This is an optimization exercise on Yosys and OpenROAD, whose aim is small area, a short achievable clock period and few clock cycles per item, not a production implementation. Function was checked by simulation only, so behaviour that the tests miss may differ from the original. Power and IR drop assume default switching activity.

// int8_matrix_vector_zero_point_core
module int8_matrix_vector_zero_point_core #(
   parameter int MAX_COLS = 256
) (
   input  logic                                  clock,
   input  logic                                  reset,
   input  logic                                  req_valid,
   output logic                                  req_ready,
   input  logic                                  req_command,
   input  logic signed [i8mvz_pkg::ElemWidth-1:0] req_element,
   input  logic [i8mvz_pkg::IndexWidth-1:0]      req_element_index,
   output logic                                  rsp_valid,
   input  logic                                  rsp_ready,
   output logic signed [i8mvz_pkg::SumWidth-1:0] rsp_row_sum,
   output logic [i8mvz_pkg::RowsWidth-1:0]       rsp_row_index,
   output logic                                  rsp_last_row,
   input  logic                                  csr_write_enable,
   input  logic [1:0]                            csr_index,
   input  logic [i8mvz_pkg::CsrWidth-1:0]        csr_write_data
);
Size: about 3600 cells after synthesis, roughly 2300 flip-flops, about 93 I/O pins, roughly 59000 µm² of cells after synthesis.
==> flow/config.mk <==
export PLATFORM = sky130hd
export DESIGN_NAME = int8_matrix_vector_zero_point_core
export DESIGN_NICKNAME = int8_matrix_vector_zero_point_core
export VERILOG_FILES = /design/flow/design.v
export SDC_FILE = /design/flow/constraint.sdc
export NUM_CORES = 4
export LEC_CHECK = 0
export CAP_MARGIN = 20
export CORE_MARGIN = 2
export CORE_UTILIZATION = 62
export CTS_CLUSTER_DIAMETER = 65
export CTS_CLUSTER_SIZE = 32
export PLACE_DENSITY = 0.72
export SETUP_SLACK_MARGIN = 0.3
export SLEW_MARGIN = 20
export SYNTH_MEMORY_MAX_BITS = 16384
==> flow/constraint.sdc <==
create_clock -name core_clock -period 10.0 [get_ports {clock}]
set_input_delay 2.0000 -clock core_clock [delete_from_list [all_inputs] [get_ports {clock}]]
set_output_delay 2.0000 -clock core_clock [all_outputs]
set_load 0.01 [all_outputs]
standard.sh (not shown) runs the stock make flow with config.mk's settings and CLKGATE_MAP_FILE= SYNTH_SCRIPT=/design/flow/synth_recipe.tcl, a recipe that flattens the netlist after the stock synthesis.
==> flow/flow/run.sh <==
#!/bin/bash
# the standard flow (the standard.sh, standard synthesis unchanged) with two
# changes to how the layout is made:
#  - timing repair aims at a shorter clock period than the design's (a larger setup
#    margin); the design is still laid out and signed off at the design's period
#  - ports are buffered with buf_4 instead of the cell buffer_ports picks by default
# make's output goes to make.log; each ORFS step keeps its own log under orfs/logs.
set -euo pipefail
bash standard.sh SETUP_SLACK_MARGIN=6.6 \
   "BUFFER_PORTS_ARGS=-buffer_cell sky130_fd_sc_hd__buf_4" \
   finish > make.log 2>&1
Testbench counts at the start, summed over its fixed seeds: cycles 74,919, items 71,425.
Then changed:
--- a/flow/design.v
+++ b/flow/design.v
@@ -166,37 +166,43 @@
    end
    logic          f_mat;
    logic          f_load;
    logic          f_write;
    logic          f_block;
    logic [AW-1:0] mphase_ff;
    logic [AW:0]   colp_ff;
    logic [AW-1:0] rd_pos_ff;
-   logic [WB-1:0]    wlo_ff;      
-   logic [AW-WB-1:0] whi_ff;      
-   logic          f_wpoint_ok;
+   logic [AW-1:0] wr_q_ff;
+   logic [AW-1:0] wr_q_new;
    logic          col_first;
    logic          col_last;
    logic [EW-1:0] ram_rd_data;
    assign f_mat     = f_valid_ff && (f_cmd_ff == i8mvz_pkg::CMD_MATRIX_ELEMENT);
    assign f_load    = f_valid_ff && (f_cmd_ff == i8mvz_pkg::CMD_LOAD_VECTOR);
    assign col_first = (colp_ff == (AW+1)'(1));
    assign col_last  = (colp_ff == cols_ff);
-   assign f_wpoint_ok = (f_idx_ff[WB-1:0] == wlo_ff);
-   assign f_write     = f_load && !f_hi_ff && f_wpoint_ok;
-   assign f_block     = (f_load && !f_hi_ff && !f_wpoint_ok)
-                        || (f_mat && (rd_pos_ff[TB-1:0] != '0));
-   assign f_go        = adv && !f_block;
-   logic [AW-1:0] mphase_next;
-   assign mphase_next = reset ? '1 : (mphase_ff - AW'(1));
+   assign f_write = f_load && !f_hi_ff && (wr_q_ff[WB-1:0] == WB'(1));
+   assign f_block = (f_load && !f_hi_ff && (wr_q_ff[WB-1:0] != WB'(1)))
+                    || (f_mat && (rd_pos_ff[TB-1:0] != '0));
+   assign f_go    = adv && !f_block;
+   assign wr_q_new = (k_valid_ff ? k_idx_ff : AW'(req_element_index)) + mphase_ff;
    always_ff @(posedge clock) begin
-      mphase_ff <= mphase_next;
-      wlo_ff    <= WB'(~mphase_next) + WB'(1);
-      whi_ff    <= mphase_next[AW-1:WB] + (AW-WB)'(mphase_next[WB-1:0] != '0);
+      if (f_go) begin
+         wr_q_ff <= wr_q_new;
+      end else begin
+         wr_q_ff <= wr_q_ff - AW'(1);
+      end
+   end
+   always_ff @(posedge clock) begin
+      if (reset) begin
+         mphase_ff <= '1;
+      end else begin
+         mphase_ff <= mphase_ff - AW'(1);
+      end
    end
    always_ff @(posedge clock) begin
       if (reset) begin
          colp_ff <= (AW+1)'(1);
       end else if (f_go) begin
          if (f_load || (f_mat && col_last)) begin
             colp_ff <= (AW+1)'(1);
          end else if (f_mat) begin
@@ -214,17 +220,17 @@
    i8mvz_ram #(
       .WIDTH(EW),
       .DEPTH(MAX_COLS),
       .WSTEP(WSTEP),
       .RSTEP(RSTEP)
    ) u_vector_ram (
       .clock   (clock),
       .wr_en   (f_write),
-      .wr_point(f_idx_ff[AW-1:WB] + whi_ff),
+      .wr_point(wr_q_ff[AW-1:WB]),
       .wr_data (f_elem_ff),
       .rd_tap  (rd_pos_ff[AW-1:TB]),
       .rd_data (ram_rd_data)
    );
    logic          s1_mat_ff, s1_load_ff, s1_first_ff, s1_last_ff;
    logic [EW-1:0] s1_elem_ff;
    logic [EW-1:0] s1_rd_ff;
    always_ff @(posedge clock) begin
The new run passed the timing, design-rule and antenna checks. Total power grows by 0.85%. Routed wire length grows by 2.7%. Register-to-register slack is worse by 0.05 ns. Clock skew grows by 0.014 ns. Count of clock-buffer cells in the layout grows by 1. Global-route usage grows by 0.37 points. Cell count grows by 2.5%. Non-clock buffer count shrinks by 6.
Testbench counts after the change, summed over its fixed seeds: cycles 74,919, items 71,425.

[what the ideal ports hide]
Ports are ideal in the flow. The routed layouts listed here were re-timed in OpenROAD. Step 1 (the two cells are an assumption about what drives the block):
set clk [get_ports {clock}]
set_driving_cell -lib_cell sky130_fd_sc_hd__clkbuf_16 $clk
set_driving_cell -lib_cell sky130_fd_sc_hd__buf_2 [delete_from_list [all_inputs] $clk]
Step 2 moves the port delays by t, midway between the first and last clock arrival at a register: inputs arrive t later, outputs are due t later. That takes back most of the time a late clock gives input paths. Three values: no drivers, after step 1, after step 2; two values: the first two.
run	shift t [ns]	setup slack, ns	worst data-port slew with drivers (ns)	pins driven straight from the clock port
the first run	0.750	6.594 / 6.532 / 6.051	0.06	1
the second run	0.742	6.605 / 6.541 / 6.037	0.08	1
After both steps setup and hold are still met in every run listed. The setup slack of the second run, which loses most, moves by -0.064 ns with the drivers and by -0.568 ns with both steps.
